What follows belongs to an exercise in optimizing a design on an open flow for small area; a production flow would make more cautious choices. Function was checked by simulation only, so behaviour that the tests miss may differ from the original. Power is estimated from default activity; no workload was simulated.

`flow/constraint.sdc`:
```
create_clock -name core_clock -period 9.0 [get_ports {sys_clk}]
set_input_delay 1.8000 -clock core_clock [delete_from_list [all_inputs] [get_ports {sys_clk}]]
set_output_delay 1.8000 -clock core_clock [all_outputs]
set_load 0.01 [all_outputs]
```
`flow/run.sh`:
```
#!/bin/bash
# synth_recipe.tcl (not shown) runs the flow's synth.tcl, then flattens the netlist and writes it again
# the make line also repeats each setting of config.mk as NAME=value (left out here)
make -C /OpenROAD-flow-scripts/flow DESIGN_CONFIG=/design/flow/config.mk WORK_HOME=/design/flow/orfs CLKGATE_MAP_FILE= SYNTH_SCRIPT=/design/flow/synth_recipe.tcl finish
```
`flow/config.mk`:
```
export PLATFORM = sky130hd
export DESIGN_NAME = sha1_channel_sched
export DESIGN_NICKNAME = sha1_channel_sched
export VERILOG_FILES = /design/flow/design.v
export SDC_FILE = /design/flow/constraint.sdc
export NUM_CORES = 4
export LEC_CHECK = 0
export CAP_MARGIN = 20
export CORE_MARGIN = 2
export CORE_UTILIZATION = 40
export CTS_BUF_LIST = sky130_fd_sc_hd__clkbuf_16
export CTS_CLUSTER_DIAMETER = 60
export CTS_CLUSTER_SIZE = 22
export SLEW_MARGIN = 20
export SYNTH_HIERARCHICAL = 1
```
`flow/design.v`:
```
module sha1_sched_rdmux #(
    parameter int N  = 64,
    parameter int TW = 14
) (
    input  logic [N-1:0]    sel,
    input  logic [N*TW-1:0] rows,
    output logic [TW-1:0]   out
);
    always_comb begin
        out = '0;
        for (int i = 0; i < N; i++)
            out = out | ({TW{sel[i]}} & rows[i*TW +: TW]);
    end
endmodule
module sha1_sched_tagnext #(
    parameter int N  = 64,
    parameter int TW = 14
) (
    input  logic [N-1:0]    we,
    input  logic [N-1:0]    nwe,
    input  logic [TW-1:0]   d,
    input  logic [N*TW-1:0] q,
    output logic [N*TW-1:0] nxt
);
    always_comb begin
        for (int i = 0; i < N; i++)
            nxt[i*TW +: TW] = ({TW{we[i]}} & d) | ({TW{nwe[i]}} & q[i*TW +: TW]);
    end
endmodule
module sha1_channel_sched #(
    parameter int CHANNEL_NUM_TOTAL = 64,
    parameter int CHANNEL_NUM_WIDTH = $clog2(CHANNEL_NUM_TOTAL),
    parameter int TAG_DATA_WIDTH    = 14,
    parameter int CNT_WIDTH         = $clog2(CHANNEL_NUM_TOTAL + 1)
) (
    input  logic                         sys_clk,
    input  logic                         sys_rst,
    input  logic                         alloc_req,
    input  logic [TAG_DATA_WIDTH-1:0]    alloc_tag,
    output logic                         alloc_ready,
    output logic                         alloc_gnt,
    output logic [CHANNEL_NUM_WIDTH-1:0] alloc_ch,
    input  logic                         rel_val,
    input  logic [CHANNEL_NUM_WIDTH-1:0] rel_ch,
    output logic                         rel_tag_val,
    output logic [TAG_DATA_WIDTH-1:0]    rel_tag,
    output logic [CNT_WIDTH-1:0]         free_cnt,
    output logic                         err_double_free
);
    localparam int N  = CHANNEL_NUM_TOTAL;
    localparam int W  = CHANNEL_NUM_WIDTH;
    localparam int TW = TAG_DATA_WIDTH;
    localparam int GW = 3;                   
    localparam int GS = 1 << GW;
    localparam int NG = N / GS;              
    localparam int HW = W - GW;              
    logic              init_q;       
    logic [W-1:0]      last_q;       
    logic [N-1:0]      free_q;       
    logic [CNT_WIDTH-1:0] free_cnt_q;
    logic              gnt_q;
    logic              rtv_q;
    logic              err_q;
    logic [W-1:0]      rel_ch_q;
    logic [N*TW-1:0]   tag_q;        
    logic              accept;
    logic              rel_free;
    logic              rel_ok;
    logic              rel_bad;
    logic [W-1:0]      sel_ch;
    logic [N-1:0]      sel_oh;
    logic [N-1:0]      rel_oh;
    logic [N-1:0]      rd_oh;
    logic [N-1:0]      we;
    logic [N*TW-1:0]   tag_d;
    logic [HW-1:0]     lg;
    logic [GW-1:0]     lo;
    logic [GS-1:0]     above;        
    logic [NG-1:0]     any_free, any_hi, grp_gt, grp_eq;
    logic [2*NG-1:0]   cand;
    logic [HW:0]       pick;
    logic [HW-1:0]     grp;
    logic [GS-1:0]     vec;
    logic [GW-1:0]     off;
    assign lg = last_q[W-1:GW];
    assign lo = last_q[GW-1:0];
    always_comb begin
        for (int j = 0; j < GS; j++) above[j]  = GW'(j) > lo;
        for (int k = 0; k < NG; k++) begin
            grp_gt[k]   = HW'(k) > lg;
            grp_eq[k]   = HW'(k) == lg;
            any_free[k] = |free_q[k*GS +: GS];
            any_hi[k]   = (grp_gt[k] && any_free[k]) ||
                          (grp_eq[k] && |(free_q[k*GS +: GS] & above));
        end
        cand = {any_free, any_hi};
        pick = '0;
        for (int i = 2 * NG - 1; i >= 0; i--)
            if (cand[i]) pick = (HW + 1)'(i);
        grp = pick[HW-1:0];
        vec = free_q[grp*GS +: GS];
        if (!pick[HW] && grp == lg)
            vec = vec & above;
        off = '0;
        for (int j = GS - 1; j >= 0; j--)
            if (vec[j]) off = GW'(j);
        sel_ch = {grp, off};
    end
    always_comb begin
        for (int i = 0; i < N; i++) begin
            sel_oh[i] = (sel_ch == W'(i));
            rel_oh[i] = (rel_ch == W'(i));
            rd_oh[i]  = (rel_ch_q == W'(i));
        end
    end
    assign alloc_ready = (free_cnt_q != '0);
    assign accept      = alloc_req && alloc_ready;
    assign rel_free    = |(free_q & rel_oh);
    assign rel_ok      = !init_q && rel_val && !rel_free;
    assign rel_bad     = !init_q && rel_val && rel_free;
    assign we          = accept ? sel_oh : '0;
    always_ff @(posedge sys_clk) begin
        if (sys_rst) begin
            init_q     <= 1'b1;
            last_q     <= W'(N - 1);
            free_q     <= '1;
            free_cnt_q <= '0;
            gnt_q      <= 1'b0;
            rtv_q      <= 1'b0;
            err_q      <= 1'b0;
        end else begin
            gnt_q <= accept;
            rtv_q <= rel_ok;
            if (init_q) begin
                last_q <= last_q + 1'b1;
                if (last_q == W'(N - 2)) begin
                    init_q     <= 1'b0;
                    free_cnt_q <= CNT_WIDTH'(N);
                end
            end else begin
                if (accept)
                    last_q <= sel_ch;
                free_q <= (free_q & ~we) | (rel_ok ? rel_oh : '0);
                if (rel_bad)
                    err_q <= 1'b1;
                free_cnt_q <= free_cnt_q + CNT_WIDTH'(rel_ok) - CNT_WIDTH'(accept);
            end
        end
    end
    always_ff @(posedge sys_clk)
        rel_ch_q <= rel_ch;
    sha1_sched_tagnext #(.N(N), .TW(TW)) u_tagnext (
        .we(we), .nwe(~we), .d(alloc_tag), .q(tag_q), .nxt(tag_d)
    );
    always_ff @(posedge sys_clk)
        tag_q <= tag_d;
    sha1_sched_rdmux #(.N(N), .TW(TW)) u_rdmux (
        .sel(rd_oh), .rows(tag_q), .out(rel_tag)
    );
    assign alloc_gnt       = gnt_q;
    assign alloc_ch        = last_q;
    assign rel_tag_val     = rtv_q;
    assign free_cnt        = free_cnt_q;
    assign err_double_free = err_q;
endmodule
```
==> metrics.yaml, run 1 <==
fin_crit_ps: 7190
tns_ps: 0
area_growth_pct: 8.08
wl_um: 141000
synthCells: 3609
crit_arrival_ps: 7820
grt_max_degree: 78
syn_area_per_cell_sq_um: 10.9
synthArstFlopShare_pct: 0
cts_htree_levels: 3
wl_per_cell_um: 29.2
powerDensity_nw_per_um2: 318
placedCellCount: 4666
dp_slack_ps: 2070
synth_top_family_by_area: "compound AO/OA/AOI/OAI gates"
rsz0062_at_grt: "false"
die_x_um: 318
synth_fa_ha_area_share_pct: 0.462
ys_top_cells_by_area: "dfxtp_1 (50%), a22o_1 (25%), a221oi_1 (5.4%), buf_6 (3.3%), buf_2 (1.9%)"
antenna_left: 0
fin_area_sq_um: 42700
hold_class: "flip-flop to flip-flop"
grt_pass1_wl_um: 207000
synth_warnings: 9
die-area_sq_um: 101000
synth_edf_count: 0
period_share_pct: 79.9
post-synth-top-count-cell: "a22o_1"
drc_errors: 0
drive_above_1_share_pct: 8.08
tritoncts: "built"
die_h_um: 318
p_leak_nw: 16.2
instances_no_fill: 4813
rows: 115
cp_slowest_cell: "nand4_1"
critPathRequiredTime_ps: 9630
synth_xor_area_share_pct: 0.199
synth-compound-area-share_pct: 35.6
cp-start-kind: "flip-flop"
synthMuxAreaShare_pct: 0.313
pin_count: 55
synth_seq_cells: 983
post_cts_buffers: 0
drtIter0Drc: 4166
synth_top_area_share_pct: 49.8
diodes: 0
grt.overflow.total: 0
finalHoldViolCount: 0
routabilityCongestion: 0.997
synth.top_cells.by_count: "a22o_1 (1124), dfxtp_1 (983), a221oi_1 (244)"
vias_per_cell: 6.69
antenna_found_initial: 5
cts-root-buf: "clkbuf_16"
place_hpwl_um: 89100
place_area_sq_um: 39800
cp_cell_sequence: "inv_1 -> ha_1 -> a21oi_1 -> a21oi_1 -> o2111ai_1 -> a22o_1 -> o21ai_2 -> o31a_2 -> a221oi_2 -> nand2_2 -> o211ai_4 -> o211ai_2 -> nor3_2 -> nand4_1 -> inv_1 -> a22o_1"
vias: 32200
clkSlewWorstSetupHoldPaths_ps: 80
cts_hold_buf: 0
track_usage_pct: 26.5
core_sq_um: 98100
slowest_delay_ps: 760
ys.flop_type: "dfxtp_1"
fin_skew_ps: 57.8
fin_util_pct: 43.5
irDropWorstVdd_mv: 0.439
status: "no timing/DRC/antenna violations"
ys_types: 91
synthSimpleGateAreaFrac_pct: 6.87
start_util_pct: 40.3
setup_slack_ps: 1810
finalNetCount: 3499
cts.path.max_buffers: 3
criticalPathCategory: "flip-flop to flip-flop"
worstSkewPairLatency_ps: 700
grt_pass1_vias: 29800
max_freq_mhz: 139
cts_buffers: 79
path_max_fanout: 29
critPathCaptureType: "flip-flop"
seq_area_frac_synth_pct: 49.8
finalSetupViolations: 0
portBuffers: 54
drv_cap: 0
worst_pin_slew_ps: 1300
cts-resized-gates: 0
synth_top_cell_by_area: "dfxtp_1"
slew_violations: 0
drt_pre_antenna_iters: 6
syn_area_sq_um: 39500
cts_sinks: 983
slew_headroom_pct: 12.4
syn_nets: 3647
-- registers in the layout, indices dropped and copies added (netlist names) --
name	count
gnt_q	1
rtv_q	1
free_cnt_q	7
free_q	64
last_q	6
init_q	1
tag_q	896
err_q	1
rel_ch_q	6
-- cells in the final DEF (no fill, tap or decap), types with 5 or more instances in the layout --
master,instances
a221o_1,58
nand4_1,81
inv_8,14
a22oi_1,18
nor3_2,7
or2_2,5
buf_4,81
o31ai_1,5
a221oi_1,244
nor2_2,9
nand3b_1,6
clkdlybuf4s50_1,39
nand2b_1,17
nand3_1,39
nor2b_1,28
or3_1,5
a22o_1,1124
a31oi_1,5
or4_1,15
a21oi_1,37
inv_12,6
a21o_1,24
nor3_1,20
inv_6,7
mux2i_1,9
o221ai_1,8
o21ai_0,38
clkinv_8,16
ha_1,13
nand2_1,137
nor2_1,122
and2_1,9
nor4_1,14
clkbuf_16,81
and3_1,7
dfxtp_1,983
xor2_1,6
inv_1,76
-- through the flow --
| step | power [mW] | hold slack (ps) |
|---|---|---|
| 2_1_floorplan | 8.37 | 439 |
| 3_3_place_gp | 9.63 | 452 |
| 3_5_place_dp | 9.66 | 453 |
| 4_1_cts | 13.5 | 478 |
| 5_1_grt | 14.1 | 488 |
| 6_report | 13.6 | 476 |
-- report_power, final --
part / internal, mW / switching [mW]
sequential: 5.20 / 0.515
combinational: 1.44 / 2.61
clock: 1.86 / 1.98
total: 8.50 / 5.11
-- worst paths after layout --
path	from	end	slack (ps)	depth (start not counted)
worst max-delay path	last_q[0]	tag_q[111]	1810	16
worst min-delay path	tag_q[754]	tag_q[754]	480	1
worst max register to register	last_q[0]	tag_q[111]	1810	16
worst min register to register	tag_q[754]	tag_q[754]	480	1
-- area by class of cell --
cell class	instances	area [sq um]
fill	9260	55400
sequential	983	19700
clock buffer	81	2030
tap	1287	1610
clock inverter	65	875
inverter	76	285
multi-input combinational	2200	17200
timing repair buffer	121	1000
-- metal layers --
layer | wire (um) | up-vias | GRT usage, %
met5 | 57 | - | 0
met4 | 6210 | 8 | 11.0
met3 | 12600 | 308 | 5.25
met2 | 60300 | 1720 | 38.7
met1 | 61500 | 16000 | 37.9
li1 | - | 14100 | -
-- kinds of logic after synthesis --
kind of cell | Yosys count
compound gates | 1624
xor+xnor | 9
fa+ha+maj | 14
buf+inv | 426
flops | 983
mux | 12
simple gates | 541
-- critical path: cells and delay by family, from the launching register on --
| family | cells | cell delay (ps) |
|---|---|---|
| AO/OA/AOI/OAI | 10 | 3600 |
| AND/OR/NAND/NOR | 3 | 1670 |
| buffers and inverters | 2 | 830 |
| flip-flops | 1 | 650 |
| adder cells (fa/ha/maj) | 1 | 360 |
==> inputs of run 2 (changes only) <==
--- a/flow/config.mk
+++ b/flow/config.mk
@@ -8,8 +8,5 @@
 export CAP_MARGIN = 20
 export CORE_MARGIN = 2
 export CORE_UTILIZATION = 40
-export CTS_BUF_LIST = sky130_fd_sc_hd__clkbuf_16
-export CTS_CLUSTER_DIAMETER = 60
-export CTS_CLUSTER_SIZE = 22
 export SLEW_MARGIN = 20
 export SYNTH_HIERARCHICAL = 1
==> run 2 against run 1 <==
Net effect:
- still clean
- die area stayed put
- first-iteration DRC count is 0.22% lower
- clock power is 14% higher
- sequential cell count stayed put
- critical path type unchanged
==> metrics.yaml, run 2 <==
status: "no timing/DRC/antenna violations"
wl_per_cell_um: 29.1
crit_arrival_ps: 7820
cts-resized-gates: 0
routabilityCongestion: 0.997
grt.overflow.total: 0
place_hpwl_um: 89100
die_x_um: 318
die_h_um: 318
vias_per_cell: 6.67
tns_ps: 0
clkSlewWorstSetupHoldPaths_ps: 60
critPathRequiredTime_ps: 9630
regToRegSetupSlack_ps: 1810
reg.largest.list: "tag_q (896), free_q (64), free_cnt_q (7)"
cts_buffers: 100
synth_warnings: 9
pin_count: 55
cp-start-kind: "flip-flop"
hp-start: "tag_q[21]"
dp_slack_ps: 2070
antenna_left: 0
placedCellCount: 4666
drt_pre_antenna_iters: 6
final_common_cell: "a22o_1"
powerDensity_nw_per_um2: 327
track_usage_pct: 26.6
slew_headroom_pct: 16.4
drtIter0Drc: 4157
hold_class: "flip-flop to flip-flop"
wl_um: 141000
cts-root-buf: "clkbuf_16"
start_util_pct: 40.3
timing.hold.ws_ps: 471
cts.path.max_buffers: 3
critPathCaptureType: "flip-flop"
cts_hold_buf: 0
finalNetCount: 3520
grt_pass1_vias: 30100
period_share_pct: 79.9
path_max_fanout: 29
seq_area_frac_synth_pct: 49.8
worst_pin_slew_ps: 1250
fin_area_sq_um: 43300
grt_max_degree: 78
finalHoldViolCount: 0
finalSetupViolations: 0
synth_edf_count: 0
rows: 115
fin_skew_ps: 49.4
p_sw_mw: 4.95
slew_violations: 0
grt_pass1_wl_um: 207000
reg2regPathDepth: 16
switching_share_pct: 35.0
syn_nets: 3647
synthArstFlopShare_pct: 0
layout_common_cells: "a22o_1 (1124), dfxtp_1 (983), a221oi_1 (244), nand2_1 (137), nor2_1 (122)"
post_cts_buffers: 0
die-area_sq_um: 101000
antenna_found_initial: 4
synthCells: 3609
synth_top_cell_by_area: "dfxtp_1"
hold_end: "tag_q[21]"
post-synth-top-count-cell: "a22o_1"
max_freq_mhz: 139
seqPwrFrac_pct: 40.4
syn_area_per_cell_sq_um: 10.9
top_register: "tag_q"
cts_sinks: 983
ys_types: 91
internal-power_mw: 9.20
comb_power_share_pct: 28.6
drv_cap: 0
synth.top_cells.by_count: "a22o_1 (1124), dfxtp_1 (983), a221oi_1 (244)"
cts_htree_levels: 3
drive_above_1_share_pct: 8.74
instances_no_fill: 4856
p_leak_nw: 16.6
rsz0062_at_grt: "false"
worstSkewPairLatency_ps: 690
core_sq_um: 98100
tritoncts: "built"
place_area_sq_um: 39800
hold_depth: 1
largest_reg_flops: 896
synth_seq_cells: 983
fin_crit_ps: 7190
vias: 32400
criticalPathCategory: "flip-flop to flip-flop"
ys_top_cells_by_area: "dfxtp_1 (50%), a22o_1 (25%), a221oi_1 (5.4%), buf_6 (3.3%), buf_2 (1.9%)"
r2r-end: "tag_q[111]"
area_growth_pct: 9.62
syn_area_sq_um: 39500
setup_slack_ps: 1810
finalPower_mw: 14.2
clockPowerShare_pct: 31.0
synth_top_area_share_pct: 49.8
ys.flop_type: "dfxtp_1"
irDropWorstVdd_mv: 0.436
drc_errors: 0
r2r-start: "last_q[0]"
fin_util_pct: 44.1
portBuffers: 54
==> run 2: kinds of logic (layout without fill, tap and decap cells) <==
family | after synthesis | count (layout) | synth area share (%)
and+or+nand+nor | 541 | 541 | 6.87
DFF | 983 | 983 | 49.8
other | 0 | 1 | 0
muxes | 12 | 12 | 0.313
adders and majority gates | 14 | 14 | 0.462
xor gates and xnor gates | 9 | 9 | 0.199
AOI/OAI and AO/OA | 1624 | 1624 | 35.6
buffers and inverters | 426 | 385 | 6.80
==> run 2: area by class of cell <==
cell class / instances / area [sq um]
Antenna cell: 1 / 2.50
Clock buffer: 146 / 2960
Clock inverter: 42 / 551
Fill cell: 9210 / 54800
Inverter: 76 / 285
Multi-Input combinational cell: 2200 / 17200
Sequential cell: 983 / 19700
Tap cell: 1287 / 1610
Timing Repair Buffer: 121 / 1000
==> run 2: critical path: stages, from the launching register on <==
cell and delay [ps]:
dfxtp_1 650, inv_1 170, ha_1 370, a21oi_1 440
a21oi_1 130, o2111ai_1 280, a22o_1 330, o21ai_2 140
o31a_2 630, a221oi_2 430, nand2_2 250, o211ai_4 730
o211ai_2 270, nor3_2 660, nand4_1 760, inv_1 650
a22o_1 230
==> run 2: worst max-delay path by stage <==
stage	slack (ps)	cells past startpoint	end	startpoint
6_report	1810	16	tag_q[111]	last_q[0]
5_1_grt	1480	16	tag_q[111]	last_q[0]
4_1_cts	2070	16	tag_q[111]	last_q[0]
3_5_place_dp	2070	15	tag_q[111]	last_q[0]
3_3_place_gp	2200	21	free_cnt_q[6]	rel_ch[1]
2_1_floorplan	3440	21	free_cnt_q[6]	rel_ch[3]
==> run 2: routing by layer <==
| metal | vias up | GRT usage (%) | share of wire (%) |
|---|---|---|---|
| met4 | 6 | 11.0 | 4.4 |
| li1 | 14200 | - | - |
| met3 | 310 | 5.28 | 9.4 |
| met5 | - | 0 | 0.028 |
| met2 | 1842 | 38.7 | 43 |
| met1 | 16100 | 38.2 | 44 |
==> run 2: power by group through the flow <==
stage / logic (mW) / clock network [mW] / registers, mW
floorplan: 2.74 / 0 / 5.63
global placement: 3.85 / 0 / 5.77
detailed placement: 3.89 / 0 / 5.77
CTS: 3.90 / 4.43 / 5.69
global route: 4.24 / 4.62 / 5.80
finish: 4.04 / 4.38 / 5.72
==> inputs of run 3 (changes only) <==
--- a/flow/config.mk
+++ b/flow/config.mk
@@ -8,5 +8,8 @@
 export CAP_MARGIN = 20
 export CORE_MARGIN = 2
 export CORE_UTILIZATION = 40
+export CTS_BUF_LIST = sky130_fd_sc_hd__clkbuf_8
+export CTS_CLUSTER_DIAMETER = 50
+export CTS_CLUSTER_SIZE = 15
 export SLEW_MARGIN = 20
 export SYNTH_HIERARCHICAL = 1
==> run 3 against run 2 <==
Net effect:
- synthesized cell count stayed put
- clock-buffer cell count is 30 lower
- clock skew is 54 ps higher
- power is 8.6% lower
- sequential cell count stayed put
- sequential share of layout area is 1.3 points higher
- critical path depth stayed put
- critical path type unchanged
- critical endpoint unchanged
- largest power group unchanged
==> metrics.yaml, run 3 <==
powerDensity_nw_per_um2: 307
antenna_left: 0
drt_pre_antenna_iters: 9
pin_count: 55
timing.hold.ws_ps: 478
area_growth_pct: 6.47
synthArstFlopShare_pct: 0
synth_edf_count: 0
tns_ps: 0
finalSetupViolations: 0
antenna_found_initial: 6
drc_errors: 0
synth.top_cells.by_count: "a22o_1 (1124), dfxtp_1 (983), a221oi_1 (244)"
hold_end: "tag_q[306]"
p_leak_nw: 16.0
largest_reg_flops: 896
finalNetCount: 3521
period_share_pct: 80.4
synth_warnings: 9
critPathCaptureType: "flip-flop"
internal-power_mw: 8.03
vias: 32300
seqPwrFrac_pct: 44.2
drive_above_1_share_pct: 9.01
criticalPathCategory: "flip-flop to flip-flop"
portBuffers: 54
synth_top_cell_by_area: "dfxtp_1"
fin_skew_ps: 104
clkSlewWorstSetupHoldPaths_ps: 90
drv_cap: 0
r2r-end: "tag_q[111]"
syn_nets: 3647
ys.flop_type: "dfxtp_1"
finalHoldViolCount: 0
die_x_um: 318
wl_um: 141000
path_max_fanout: 29
max_freq_mhz: 138
drtIter0Drc: 4258
rsz0062_at_grt: "false"
layout_common_cells: "a22o_1 (1124), dfxtp_1 (983), a221oi_1 (244), nand2_1 (137), nor2_1 (122)"
switching_share_pct: 37.9
track_usage_pct: 26.5
die-area_sq_um: 101000
status: "no timing/DRC/antenna violations"
core_sq_um: 98100
reg2regPathDepth: 16
critPathRequiredTime_ps: 9740
post-synth-top-count-cell: "a22o_1"
slew_violations: 0
cts-resized-gates: 0
vias_per_cell: 6.66
reg.largest.list: "tag_q (896), free_q (64), free_cnt_q (7)"
synth_seq_cells: 983
synthCells: 3609
cts-root-buf: "clkbuf_8"
routabilityCongestion: 0.997
synth_top_area_share_pct: 49.8
final_common_cell: "a22o_1"
grt_pass1_wl_um: 207000
die_h_um: 318
syn_area_sq_um: 39500
worstSkewPairLatency_ps: 810
fin_crit_ps: 7240
r2r-start: "last_q[0]"
rows: 115
seq_area_frac_synth_pct: 49.8
crit_arrival_ps: 7970
p_sw_mw: 4.90
top_register: "tag_q"
cts_buffers: 101
hp-start: "tag_q[306]"
worst_pin_slew_ps: 1270
comb_power_share_pct: 31.3
slew_headroom_pct: 14.5
wl_per_cell_um: 29.1
fillers: 9333
hold_depth: 1
post_cts_buffers: 0
ys_top_cells_by_area: "dfxtp_1 (50%), a22o_1 (25%), a221oi_1 (5.4%), buf_6 (3.3%), buf_2 (1.9%)"
regToRegSetupSlack_ps: 1760
irDropWorstVdd_mv: 0.441
ys_types: 91
place_hpwl_um: 89100
grt_pass1_vias: 30000
cts_hold_buf: 0
tritoncts: "built"
grt_max_degree: 78
cts_htree_levels: 3
grt.overflow.total: 0
fin_util_pct: 42.9
cp-start-kind: "flip-flop"
cts.path.max_buffers: 3
syn_area_per_cell_sq_um: 10.9
clockPowerShare_pct: 24.4
start_util_pct: 40.3
hold_class: "flip-flop to flip-flop"
cts_sinks: 983
run 3: cell counts after synthesis:
No cell type changed its count.
run 3: final cells by class:
type	instances	area, sq um	share of cell area (%)
clock inverter	68	663	1.58
multi-input combinational	2200	17200	41.0
inverter	76	285	0.678
sequential	983	19700	46.8
antenna	2	5.00	0.0119
tap	1287	1610	3.83
timing repair buffer	121	1000	2.38
clock buffer	116	1600	3.79
run 3: worst max path at each step:
stage / startpoint / end / slack (ps) / cells after the start
after floorplan: rel_ch[3] / free_cnt_q[6] / 3440 / 21
after global placement: rel_ch[1] / free_cnt_q[6] / 2200 / 21
after detailed placement: last_q[0] / tag_q[111] / 2070 / 15
after CTS: last_q[0] / tag_q[111] / 2080 / 16
after global routing: last_q[0] / tag_q[111] / 1510 / 16
final: last_q[0] / tag_q[111] / 1760 / 16
run 3: critical path: stages (launching register included):
cell and delay (ps):
dfxtp_1 650, inv_1 160, ha_1 360, a21oi_1 430
a21oi_1 130, o2111ai_1 280, a22o_1 330, o21ai_2 140
o31a_2 640, a221oi_2 430, nand2_2 240, o211ai_4 730
o211ai_2 270, nor3_2 730, nand4_1 780, inv_1 660
a22o_1 240
run 3: metrics by stage:
step	instances	total power, mW	setup slack (ps)	area [sq um]
after floorplan	3609	8.37	3440	39500
after detailed placement	4666	9.66	2070	39800
after global placement	4665	9.63	2200	39800
after global routing	4852	13.4	1510	42100
after CTS	4850	12.8	2080	42000
final	4853	12.9	1760	42100
run 3: kinds of logic after synthesis:
| kind of cell | after synthesis | synth area share (%) |
|---|---|---|
| adder cells (fa/ha/maj) | 14 | 0.462 |
| AO/OA/AOI/OAI | 1624 | 35.6 |
| XOR/XNOR | 9 | 0.199 |
| flip-flops | 983 | 49.8 |
| AND/OR/NAND/NOR | 541 | 6.87 |
| buffers and inverters | 426 | 6.80 |
| multiplexers | 12 | 0.313 |
run 3: power by group through the flow:
| stage | clock network [mW] | registers [mW] | logic (mW) |
|---|---|---|---|
| 6_report | 3.16 | 5.72 | 4.05 |
| 5_1_grt | 3.38 | 5.80 | 4.24 |
| 4_1_cts | 3.21 | 5.69 | 3.90 |
| 3_5_place_dp | 0 | 5.77 | 3.89 |
| 3_3_place_gp | 0 | 5.77 | 3.85 |
| 2_1_floorplan | 0 | 5.63 | 2.74 |
run 3: routing by layer:
layer | part of all wire (%) | track usage, % | vias to the layer above | routed length [um]
met5 | 0.028 | 0 | - | 39
met3 | 9.0 | 5.30 | 335 | 12800
li1 | - | - | 14100 | -
met4 | 4.6 | 11.2 | 6 | 6510
met1 | 44 | 37.8 | 16100 | 61900
met2 | 42 | 38.7 | 1756 | 60000

## re-timing with driven ports
The flow's constraints put no driver on any port. The routed layouts listed below were extracted and timed again, unchanged, in two steps.
Step 1 (the two cells are an assumption about what drives the block):
set clk [get_ports {sys_clk}]
set_driving_cell -lib_cell sky130_fd_sc_hd__clkbuf_16 $clk
set_driving_cell -lib_cell sky130_fd_sc_hd__buf_2 [delete_from_list [all_inputs] $clk]
Step 2 also shifts input and output timing later by t, the mid clock arrival at the registers, as if the neighbouring blocks saw the same clock.
a / b / c = ideal / step 1 / step 2; a / b = the first two.
run | shift t [ns] | setup slack, ns | worst slew at a driven data input, ns
run 1 | 0.740 | 1.808 / 1.808 / 1.808 | 0.10
run 2 | 0.735 | 1.812 / 1.812 / 1.812 | 0.10
run 3 | 0.828 | 1.762 / 1.762 / 1.762 | 0.10
After both steps setup and hold are still met in every run listed.
